Context: an optimization exercise on an open-source flow, tuned for small area. The choices shown serve that exercise and are no tape-out recipe. Function was checked by simulation only, so behaviour that the tests miss may differ from the original. Power figures rest on the tool's default switching activity, not on a simulated workload.

`design/flow/config.mk`:
```
export PLATFORM = sky130hd
export DESIGN_NAME = mesi_system
export DESIGN_NICKNAME = mesi_system
export VERILOG_FILES = /design/flow/design.v
export SDC_FILE = /design/flow/constraint.sdc
export NUM_CORES = 4
export LEC_CHECK = 0
export CAP_MARGIN = 20
export CORE_MARGIN = 2
export CORE_UTILIZATION = 30
export PLACE_DENSITY = 0.45
export SLEW_MARGIN = 20
```
`design/flow/constraint.sdc`:
```
create_clock -name core_clock -period 7.0 [get_ports {clk}]
set_input_delay 1.4000 -clock core_clock [delete_from_list [all_inputs] [get_ports {clk}]]
set_output_delay 1.4000 -clock core_clock [all_outputs]
set_load 0.01 [all_outputs]
```
`design/flow/design.v`:
```
`default_nettype none
package mesi_pkg;
   localparam int DATA_W    = 32;             
   localparam int ADDR_W    = 5;              
   localparam int MEM_WORDS = 32;             
   localparam int NUM_LINES = 4;              
   localparam int INDEX_W   = 2;              
   localparam int TAG_W     = 3;              
   typedef enum logic [1:0] {
      ST_I = 2'b00,                           
      ST_E = 2'b01,                           
      ST_S = 2'b10,                           
      ST_M = 2'b11                            
   } mesi_state_t;
   typedef enum logic [2:0] {
      OP_NONE      = 3'd0,                    
      OP_RD        = 3'd1,                    
      OP_RD_SHARED = 3'd2,                    
      OP_RDX       = 3'd3,                    
      OP_UPGR      = 3'd4                     
   } bus_op_t;
endpackage
`default_nettype wire
`timescale 1ns/1ps
`default_nettype none
module mesi_cache (
   input  logic                             clk,
   input  logic                             rst_n,
   input  logic [mesi_pkg::ADDR_W-1:0]      lookup_adr,   
   input  logic                             wr_en,        
   input  logic [mesi_pkg::ADDR_W-1:0]      wr_adr,
   input  logic [mesi_pkg::DATA_W-1:0]      wr_data,
   input  mesi_pkg::mesi_state_t            wr_state,
   input  logic                             st_en,        
   input  mesi_pkg::mesi_state_t            st_state,
   output logic                             hit,
   output mesi_pkg::mesi_state_t            line_state,
   output logic [mesi_pkg::DATA_W-1:0]      line_data,
   output logic [mesi_pkg::TAG_W-1:0]       victim_tag
);
   logic [mesi_pkg::TAG_W-1:0]  tag_mem   [mesi_pkg::NUM_LINES];    
   logic [mesi_pkg::DATA_W-1:0] data_mem  [mesi_pkg::NUM_LINES];    
   mesi_pkg::mesi_state_t       state_mem [mesi_pkg::NUM_LINES];    
   logic [mesi_pkg::INDEX_W-1:0] lk_idx;
   logic [mesi_pkg::TAG_W-1:0]   lk_tag;
   logic [mesi_pkg::INDEX_W-1:0] wr_idx;
   logic [mesi_pkg::TAG_W-1:0]   wr_tag;
   assign lk_idx = lookup_adr[mesi_pkg::INDEX_W-1:0];
   assign lk_tag = lookup_adr[mesi_pkg::ADDR_W-1:mesi_pkg::INDEX_W];
   assign wr_idx = wr_adr[mesi_pkg::INDEX_W-1:0];
   assign wr_tag = wr_adr[mesi_pkg::ADDR_W-1:mesi_pkg::INDEX_W];
   assign line_state = state_mem[lk_idx];
   assign line_data  = data_mem[lk_idx];
   assign victim_tag = tag_mem[lk_idx];           
   assign hit        = (tag_mem[lk_idx] == lk_tag) && (state_mem[lk_idx] != mesi_pkg::ST_I);
   always_ff @(posedge clk)
   begin
      if (!rst_n)
      begin
         for (int i = 0; i < mesi_pkg::NUM_LINES; i++)
         begin
            state_mem[i] <= mesi_pkg::ST_I;                 
         end
      end
      else if (wr_en)
      begin
         state_mem[wr_idx] <= wr_state;           
      end
      else if (st_en)
      begin
         state_mem[lk_idx] <= st_state;           
      end
   end
   always_ff @(posedge clk)
   begin
      if (wr_en)
      begin
         tag_mem[wr_idx]  <= wr_tag;
         data_mem[wr_idx] <= wr_data;             
      end
   end
endmodule
`default_nettype wire
`timescale 1ns/1ps
`default_nettype none
module mesi_memory (
   input  logic                         clk,
   input  logic                         rst_n,
   input  logic [mesi_pkg::ADDR_W-1:0]  mem_adr,
   input  logic                         mem_re,      
   input  logic                         mem_we,      
   input  logic [mesi_pkg::DATA_W-1:0]  mem_wdata,
   output logic [mesi_pkg::DATA_W-1:0]  mem_rdata    
);
   logic [mesi_pkg::DATA_W-1:0] mem_array [mesi_pkg::MEM_WORDS];    
   always_ff @(posedge clk)
   begin
      if (!rst_n)
      begin
         for (int i = 0; i < mesi_pkg::MEM_WORDS; i++)
         begin
            mem_array[i] <= '0;                  
         end
      end
      else if (mem_we)
      begin
         mem_array[mem_adr] <= mem_wdata;        
      end
   end
   always_ff @(posedge clk)
   begin
      if (mem_re)
      begin
         mem_rdata <= mem_array[mem_adr];
      end
   end
endmodule
`default_nettype wire
`timescale 1ns/1ps
`default_nettype none
module mesi_bus_ctrl (
   input  logic                         clk,
   input  logic                         rst_n,
   input  logic                         p0_cyc,
   input  logic                         p0_stb,
   input  logic                         p0_we,
   input  logic [mesi_pkg::ADDR_W-1:0]  p0_adr,
   input  logic [mesi_pkg::DATA_W-1:0]  p0_dat_w,
   output logic [mesi_pkg::DATA_W-1:0]  p0_dat_r,
   output logic                         p0_ack,
   input  logic                         p1_cyc,
   input  logic                         p1_stb,
   input  logic                         p1_we,
   input  logic [mesi_pkg::ADDR_W-1:0]  p1_adr,
   input  logic [mesi_pkg::DATA_W-1:0]  p1_dat_w,
   output logic [mesi_pkg::DATA_W-1:0]  p1_dat_r,
   output logic                         p1_ack,
   output logic [mesi_pkg::ADDR_W-1:0]  lookup_adr,      
   input  logic                         c0_hit,
   input  mesi_pkg::mesi_state_t        c0_state,
   input  logic [mesi_pkg::DATA_W-1:0]  c0_data,
   input  logic [mesi_pkg::TAG_W-1:0]   c0_victim_tag,
   output logic                         c0_wr_en,
   output logic [mesi_pkg::ADDR_W-1:0]  c0_wr_adr,
   output logic [mesi_pkg::DATA_W-1:0]  c0_wr_data,
   output mesi_pkg::mesi_state_t        c0_wr_state,
   output logic                         c0_st_en,
   output mesi_pkg::mesi_state_t        c0_st_state,
   input  logic                         c1_hit,
   input  mesi_pkg::mesi_state_t        c1_state,
   input  logic [mesi_pkg::DATA_W-1:0]  c1_data,
   input  logic [mesi_pkg::TAG_W-1:0]   c1_victim_tag,
   output logic                         c1_wr_en,
   output logic [mesi_pkg::ADDR_W-1:0]  c1_wr_adr,
   output logic [mesi_pkg::DATA_W-1:0]  c1_wr_data,
   output mesi_pkg::mesi_state_t        c1_wr_state,
   output logic                         c1_st_en,
   output mesi_pkg::mesi_state_t        c1_st_state,
   output logic [mesi_pkg::ADDR_W-1:0]  mem_adr,
   output logic                         mem_re,
   output logic                         mem_we,
   output logic [mesi_pkg::DATA_W-1:0]  mem_wdata,
   input  logic [mesi_pkg::DATA_W-1:0]  mem_rdata
);
   typedef enum logic [2:0] {
      CS_IDLE,                                  
      CS_LOOKUP,                                
      CS_WB,                                    
      CS_MEM,                                   
      CS_FILL,                                  
      CS_ACK                                    
   } ctrl_state_t;
   ctrl_state_t        state;
   ctrl_state_t        state_nxt;
   mesi_pkg::bus_op_t            op;                      
   mesi_pkg::bus_op_t            op_q;                    
   logic               last_port;               
   logic               req_port;                
   logic               req_we;
   logic [mesi_pkg::ADDR_W-1:0]  req_adr;
   logic [mesi_pkg::DATA_W-1:0]  req_dat;
   logic [mesi_pkg::DATA_W-1:0]  dat_r_q;
   logic               req0;
   logic               req1;
   logic               grant;
   logic               need_wb;
   logic               own_hit;                 
   mesi_pkg::mesi_state_t        own_state;
   logic [mesi_pkg::DATA_W-1:0]  own_data;
   logic [mesi_pkg::TAG_W-1:0]   own_vtag;
   logic               oth_hit;                 
   mesi_pkg::mesi_state_t        oth_state;
   logic [mesi_pkg::DATA_W-1:0]  oth_data;
   logic               own_wr_en;
   logic [mesi_pkg::DATA_W-1:0]  own_wr_data;
   mesi_pkg::mesi_state_t        own_wr_state;
   logic               oth_st_en;
   mesi_pkg::mesi_state_t        oth_st_state;
   logic               ack_set;                 
   logic [mesi_pkg::DATA_W-1:0]  rd_val;
   assign req0  = p0_cyc & p0_stb;
   assign req1  = p1_cyc & p1_stb;
   assign grant = (req0 & req1) ? ~last_port : req1;    
   assign own_hit   = req_port ? c1_hit : c0_hit;
   assign own_state = req_port ? c1_state : c0_state;
   assign own_data  = req_port ? c1_data : c0_data;
   assign own_vtag  = req_port ? c1_victim_tag : c0_victim_tag;
   assign oth_hit   = req_port ? c0_hit : c1_hit;
   assign oth_state = req_port ? c0_state : c1_state;
   assign oth_data  = req_port ? c0_data : c1_data;
   assign need_wb = ~own_hit && (own_state == mesi_pkg::ST_M);
   always_comb
   begin
      if (req_we)
      begin
         if (own_hit)
            op = (own_state == mesi_pkg::ST_S) ? mesi_pkg::OP_UPGR : mesi_pkg::OP_NONE;    
         else
            op = mesi_pkg::OP_RDX;
      end
      else if (own_hit)
         op = mesi_pkg::OP_NONE;
      else if (oth_hit)
         op = mesi_pkg::OP_RD_SHARED;                   
      else
         op = mesi_pkg::OP_RD;
   end
   always_comb
   begin
      state_nxt    = state;
      own_wr_en    = 1'b0;
      own_wr_data  = req_dat;                 
      own_wr_state = mesi_pkg::ST_M;
      oth_st_en    = 1'b0;
      oth_st_state = mesi_pkg::ST_I;
      mem_adr      = req_adr;
      mem_re       = 1'b0;
      mem_we       = 1'b0;
      mem_wdata    = oth_data;                
      ack_set      = 1'b0;
      rd_val       = own_data;
      case (state)
         CS_IDLE:
         begin
            if (req0 | req1)
               state_nxt = CS_LOOKUP;
         end
         CS_LOOKUP:
         begin
            if (need_wb)
               state_nxt = CS_WB;
            else if (op == mesi_pkg::OP_RD)
               state_nxt = CS_MEM;
            else if (op == mesi_pkg::OP_NONE)
            begin
               own_wr_en = req_we;            
               ack_set   = 1'b1;
               state_nxt = CS_ACK;
            end
            else
               state_nxt = CS_FILL;
         end
         CS_WB:
         begin
            mem_we    = 1'b1;
            mem_adr   = {own_vtag, req_adr[mesi_pkg::INDEX_W-1:0]};    
            mem_wdata = own_data;
            state_nxt = (op_q == mesi_pkg::OP_RD) ? CS_MEM : CS_FILL;
         end
         CS_MEM:
         begin
            mem_re    = 1'b1;                 
            state_nxt = CS_FILL;
         end
         CS_FILL:
         begin
            own_wr_en = 1'b1;
            ack_set   = 1'b1;
            state_nxt = CS_ACK;
            case (op_q)
               mesi_pkg::OP_RD:
               begin
                  own_wr_data  = mem_rdata;
                  own_wr_state = mesi_pkg::ST_E;        
                  rd_val       = mem_rdata;
               end
               mesi_pkg::OP_RD_SHARED:
               begin
                  own_wr_data  = oth_data;
                  own_wr_state = mesi_pkg::ST_S;
                  rd_val       = oth_data;
                  oth_st_en    = 1'b1;        
                  oth_st_state = mesi_pkg::ST_S;
                  mem_we       = (oth_state == mesi_pkg::ST_M);    
               end
               default:
               begin
                  oth_st_en = oth_hit;        
               end
            endcase
         end
         CS_ACK:
         begin
            state_nxt = CS_IDLE;              
         end
         default:
         begin
            state_nxt = CS_IDLE;
         end
      endcase
   end
   always_ff @(posedge clk)
   begin
      if (!rst_n)
      begin
         state     <= CS_IDLE;
         last_port <= 1'b0;                   
         req_port  <= 1'b0;
         op_q      <= mesi_pkg::OP_NONE;
         p0_ack    <= 1'b0;
         p1_ack    <= 1'b0;
      end
      else
      begin
         state  <= state_nxt;
         p0_ack <= ack_set & ~req_port;       
         p1_ack <= ack_set & req_port;
         if ((state == CS_IDLE) && (req0 | req1))
         begin
            req_port  <= grant;
            last_port <= grant;
         end
         if (state == CS_LOOKUP)
            op_q <= op;
      end
   end
   always_ff @(posedge clk)
   begin
      if (state == CS_IDLE)
      begin
         req_we  <= grant ? p1_we : p0_we;
         req_adr <= grant ? p1_adr : p0_adr;
         req_dat <= grant ? p1_dat_w : p0_dat_w;
      end
      if (ack_set)
         dat_r_q <= rd_val;
   end
   assign p0_dat_r = dat_r_q;                 
   assign p1_dat_r = dat_r_q;
   assign lookup_adr = req_adr;
   assign c0_wr_en    = own_wr_en & ~req_port;
   assign c1_wr_en    = own_wr_en & req_port;
   assign c0_wr_adr   = req_adr;
   assign c1_wr_adr   = req_adr;
   assign c0_wr_data  = own_wr_data;
   assign c1_wr_data  = own_wr_data;
   assign c0_wr_state = own_wr_state;
   assign c1_wr_state = own_wr_state;
   assign c0_st_en    = oth_st_en & req_port;    
   assign c1_st_en    = oth_st_en & ~req_port;
   assign c0_st_state = oth_st_state;
   assign c1_st_state = oth_st_state;
endmodule
`default_nettype wire
`timescale 1ns/1ps
`default_nettype none
module mesi_system (
   input  logic                         clk,
   input  logic                         rst_n,
   input  logic                         p0_cyc,
   input  logic                         p0_stb,
   input  logic                         p0_we,
   input  logic [mesi_pkg::ADDR_W-1:0]  p0_adr,
   input  logic [mesi_pkg::DATA_W-1:0]  p0_dat_w,
   output logic [mesi_pkg::DATA_W-1:0]  p0_dat_r,
   output logic                         p0_ack,
   input  logic                         p1_cyc,
   input  logic                         p1_stb,
   input  logic                         p1_we,
   input  logic [mesi_pkg::ADDR_W-1:0]  p1_adr,
   input  logic [mesi_pkg::DATA_W-1:0]  p1_dat_w,
   output logic [mesi_pkg::DATA_W-1:0]  p1_dat_r,
   output logic                         p1_ack
);
   logic [mesi_pkg::ADDR_W-1:0]  lookup_adr;            
   logic               c0_hit;
   mesi_pkg::mesi_state_t        c0_state;
   logic [mesi_pkg::DATA_W-1:0]  c0_data;
   logic [mesi_pkg::TAG_W-1:0]   c0_victim_tag;
   logic               c0_wr_en;
   logic [mesi_pkg::ADDR_W-1:0]  c0_wr_adr;
   logic [mesi_pkg::DATA_W-1:0]  c0_wr_data;
   mesi_pkg::mesi_state_t        c0_wr_state;
   logic               c0_st_en;
   mesi_pkg::mesi_state_t        c0_st_state;
   logic               c1_hit;
   mesi_pkg::mesi_state_t        c1_state;
   logic [mesi_pkg::DATA_W-1:0]  c1_data;
   logic [mesi_pkg::TAG_W-1:0]   c1_victim_tag;
   logic               c1_wr_en;
   logic [mesi_pkg::ADDR_W-1:0]  c1_wr_adr;
   logic [mesi_pkg::DATA_W-1:0]  c1_wr_data;
   mesi_pkg::mesi_state_t        c1_wr_state;
   logic               c1_st_en;
   mesi_pkg::mesi_state_t        c1_st_state;
   logic [mesi_pkg::ADDR_W-1:0]  mem_adr;
   logic               mem_re;
   logic               mem_we;
   logic [mesi_pkg::DATA_W-1:0]  mem_wdata;
   logic [mesi_pkg::DATA_W-1:0]  mem_rdata;
   mesi_bus_ctrl u_bus_ctrl (.*);             
   mesi_cache u_cache0 (                      
      .clk        (clk),
      .rst_n      (rst_n),
      .lookup_adr (lookup_adr),
      .wr_en      (c0_wr_en),
      .wr_adr     (c0_wr_adr),
      .wr_data    (c0_wr_data),
      .wr_state   (c0_wr_state),
      .st_en      (c0_st_en),
      .st_state   (c0_st_state),
      .hit        (c0_hit),
      .line_state (c0_state),
      .line_data  (c0_data),
      .victim_tag (c0_victim_tag)
   );
   mesi_cache u_cache1 (                      
      .clk        (clk),
      .rst_n      (rst_n),
      .lookup_adr (lookup_adr),
      .wr_en      (c1_wr_en),
      .wr_adr     (c1_wr_adr),
      .wr_data    (c1_wr_data),
      .wr_state   (c1_wr_state),
      .st_en      (c1_st_en),
      .st_state   (c1_st_state),
      .hit        (c1_hit),
      .line_state (c1_state),
      .line_data  (c1_data),
      .victim_tag (c1_victim_tag)
   );
   mesi_memory u_memory (
      .clk       (clk),
      .rst_n     (rst_n),
      .mem_adr   (mem_adr),
      .mem_re    (mem_re),
      .mem_we    (mem_we),
      .mem_wdata (mem_wdata),
      .mem_rdata (mem_rdata)
   );
endmodule
`default_nettype wire
```
`design/flow/run.sh`:
```
#!/bin/bash
# synth_recipe.tcl (not shown) runs the flow's synth.tcl, then flattens the netlist and writes it again
# the make line also repeats each setting of config.mk as NAME=value (left out here)
make -C /OpenROAD-flow-scripts/flow DESIGN_CONFIG=/design/flow/config.mk WORK_HOME=/design/flow/orfs CLKGATE_MAP_FILE= SYNTH_SCRIPT=/design/flow/synth_recipe.tcl finish
```
==> flow_summary.yaml <==
synth:
  synth_xor_area_share_pct: 0.100
  synthDistinctLibCells: 60
  synth_fp_nets: 4011
  yosys_warnings: 3
  yosys-top-cells-count: "1422 x edfxtp_1, 1055 x nor2_1, 332 x mux4_2"
  syn_area_sq_um: 61100
  synth_top_family_by_area: "multiplexers"
  synth.top_cells.by_area: "edfxtp_1 70%, mux4_2 12%, nor2_1 6.5%"
  synth_most_common_cell: "edfxtp_1"
  synth_simple_gate_area_share_pct: 8.20
  yosys.area.top_type: "edfxtp_1"
  synth_ff_type: "edfxtp_1"
  syn_area_per_cell_sq_um: 15.6
  ys_ff_latch: 1433
  synthAdderAreaFrac_pct: 0
  muxShareOfSynthArea_pct: 14.2
  ys_seq_area_share_pct: 70.2
  synthCells: 3929
  async_reset_ff_share_pct: 0
  synth_edf_count: 1422
  synth_top_cell_area_share_pct: 69.9
  synth_compound_area_share_pct: 4.39
timing:
  rsz0062_at_grt: "no"
  fmax_mhz: 208
  finalCritPeriodShare_pct: 68.7
  setup_viol: 0
  drv_slew: 0
  fin_worst_skew_ns: 0.0343
  tightest_slew_ns: 1.19
  finalSetupTns_ns: 0
  relSlewSlack_pct: 20.4
  layout_min_cycle_time_ns: 4.81
  hold_viol: 0
  postLayoutSetupSlackWorst_ns: 2.19
  whs_ns: 0.483
drt:
  wl_per_cell_microns: 30.6
  drc: 0
  drt-total-wl_microns: 207000
  via_per_inst: 5.37
  drtIter0Drc: 4441
  first_pass_iters: 5
  antenna_left: 0
  vias: 36337
clocking:
  cts.htree.levels: 4
  clock_latency_ns: 0.80
  postCtsResizedCells: 0
  cts_buffers: 159
  post_cts_buffers: 0
  ctsRootBufferMaster: "clkbuf_16"
  postCtsHoldBufs: 0
  clkTransAtPathRegs_ns: 0.06
  cts.path.max_buffers: 3
  clock_sinks: 1433
  cts_tree: "yes"
grt:
  met3_usage_pct: 3.23
  grt_max_degree: 102
  use_met2_pct: 30.5
  met1_usage_pct: 28.8
  grt_busiest_layer: "met2"
  grt_pass1_wl_microns: 289000
  antenna_found_initial: 11
  grt-ovfl-total: 0
  grt_pass1_vias: 35286
  track_usage_pct: 19.8
worst_setup_path:
  crit_path_start_kind: "register"
  end_kind: "register"
  critPathMostFrequentCell: "buf_4"
  crit_arrival_ns: 5.26
  cpPeakStageDelay_ns: 0.77
  crit_fanout: 32
  criticalPathCategory: "register to register"
  crit_path_top_delay_cell: "dfxtp_4"
  worstPathRequired_ns: 7.45
  worstPathCellList: "buf_4, mux4_2, xnor2_1, a41oi_1, o31ai_1, nand2_1, nor2_4, buf_4"
place:
  dpl_worst_slack_ns: 2.13
  gp_congestion: 0.858
  io_buffers: 147
  dpl.hpwl_microns: 131000
  postPlaceCellArea_sq_um: 65900
  placedCellCount: 6482
job:
  cap_violations: 0
finish:
  area_growth_pct: 16.0
  final_cell_area_sq_um: 70900
  fillCellCount: 19249
  nets: 4053
  finish.utilization_pct: 35.0
  drive_gt1_share_pct: 20.7
  multi_input_area_sq_um: 17200
  stdcell_count: 6770
  final-seq-area_sq_um: 42900
floorplan:
  design.core.area_sq_um: 202000
  io_pins: 148
  initial_core_util_pct: 30.2
  die_w_microns: 455
  die-area_sq_um: 207000
  row_count: 165
  die_h_microns: 455
pwr:
  peakVddDrop_mv: 0.263
  leakage_nw: 23.5
  sw_frac_of_total_pct: 38.4
  clockPowerShare_pct: 27.1
  pwr-share-comb_pct: 36.0
  p_sw_mw: 11.4
  total_power_mw: 29.8
  power.internal_mw: 18.4
  p_seq_share_pct: 36.9
  pwr_density_cell_nw_per_um2: 421
status:
  outcome: "no timing/DRC/antenna violations"
hold_path:
  worstHoldPathType: "register to register"
path summary, 6_finish.rpt:
path                                                       from                            endpoint  slack (ns)  cells past startpoint
worst max-delay path                                   register  u_cache1.data_mem[2][13]$_DFFE_PP_        2.19                      8
worst min-delay path            u_bus_ctrl.op_q[1]$_SDFFE_PN0P_     u_bus_ctrl.op_q[1]$_SDFFE_PN0P_        0.48                      2
worst max register to register                         register  u_cache1.data_mem[2][13]$_DFFE_PP_        2.19                      8
worst min register to register  u_bus_ctrl.op_q[1]$_SDFFE_PN0P_     u_bus_ctrl.op_q[1]$_SDFFE_PN0P_        0.48                      2
power by group through the flow:
stage	clock network, mW	registers [mW]	logic (mW)
2_1_floorplan	0	10.9	5.94
3_3_place_gp	0	11.2	10.8
3_5_place_dp	0	11.2	10.8
4_1_cts	8.24	11.0	10.8
5_1_grt	8.54	11.1	11.2
6_report	8.07	11.0	10.7
worst max-delay path: cells and delay by family (launching register included):
family	cells	cell delay, ns
multiplexers	1	0.58
buffers and inverters	2	0.94
XOR/XNOR	1	0.23
flip-flops	1	0.77
AO/OA/AOI/OAI	2	1.01
AND/OR/NAND/NOR	2	0.86
routing by layer:
layer / vias up / share of wire, % / wire (microns)
met5: - / 0.085 / 176
met4: 10 / 2.7 / 5520
met3: 282 / 6.6 / 13600
met2: 1531 / 46 / 95100
met1: 19427 / 45 / 92500
li1: 15087 / - / -
cell families after synthesis:
| logic type | count (synthesis) |
|---|---|
| buffers and inverters | 405 |
| XOR/XNOR | 7 |
| AO/OA/AOI/OAI | 375 |
| AND/OR/NAND/NOR | 1261 |
| flip-flops | 1433 |
| multiplexers | 448 |
cell usage in the layout, fill, tap and decap left out, types with 7 or more instances in the layout:
master / instances
nand4_1: 19
dfxtp_1: 8
nand2_1: 56
inv_1: 7
o22ai_1: 13
a221oi_1: 75
clkbuf_16: 165
mux4_2: 332
clkbuf_1: 37
a21oi_1: 22
a22oi_1: 128
buf_4: 126
and3_1: 7
nand2_2: 55
mux2i_1: 38
nor2_4: 13
a211oi_1: 7
nand3_1: 19
mux2i_4: 32
clkdlybuf4s50_1: 146
edfxtp_1: 1422
nor2_1: 1044
o211ai_1: 32
clkinv_2: 26
o21ai_0: 73
clkinv_1: 39
mux2_2: 46
layout make-up:
| class | instances | share of cell area (%) |
|---|---|---|
| Tap cell | 2672 | 4.72 |
| Sequential cell | 1433 | 60.6 |
| Multi-Input combinational cell | 2091 | 24.2 |
| Clock buffer | 202 | 6.02 |
| Inverter | 9 | 0.0494 |
| Antenna cell | 2 | 0.00706 |
| Clock inverter | 84 | 0.902 |
| Timing Repair Buffer | 277 | 3.52 |
state kept, by name (all words and copies together), names as in the netlist, 5 cells and up, named ones only:
name / count
u_bus_ctrl.req_dat: 32
u_cache0.tag_mem: 12
u_memory.mem_array: 1024
u_bus_ctrl.req_adr: 5
u_cache1.data_mem: 128
u_cache0.state_mem: 8
u_cache1.state_mem: 8
u_bus_ctrl.dat_r_q: 32
u_cache1.tag_mem: 12
u_memory.mem_rdata: 32
u_cache0.data_mem: 128

-- what the ideal ports hide --
How much do the figures lean on ideal ports? The routed layout below was timed once more, with nothing changed but the port constraints. Step 1: set_driving_cell puts a clkbuf_16 on clk and a buf_2 on each other input, an assumption about the parent block. Step 2 also shifts input and output timing later by t, the mid clock arrival at the registers, as if the neighbouring blocks saw the same clock. Three values: ideal, step 1, step 2; two values: the first two.
t, ns: 0.869
setup WS [ns]: 2.194 / 2.194 / 2.194
worst setup path after step 2: register to register
After both steps setup and hold are still met in this run. The setup slack of this run moves by 0.000 ns with the drivers and by 0.000 ns with both steps.
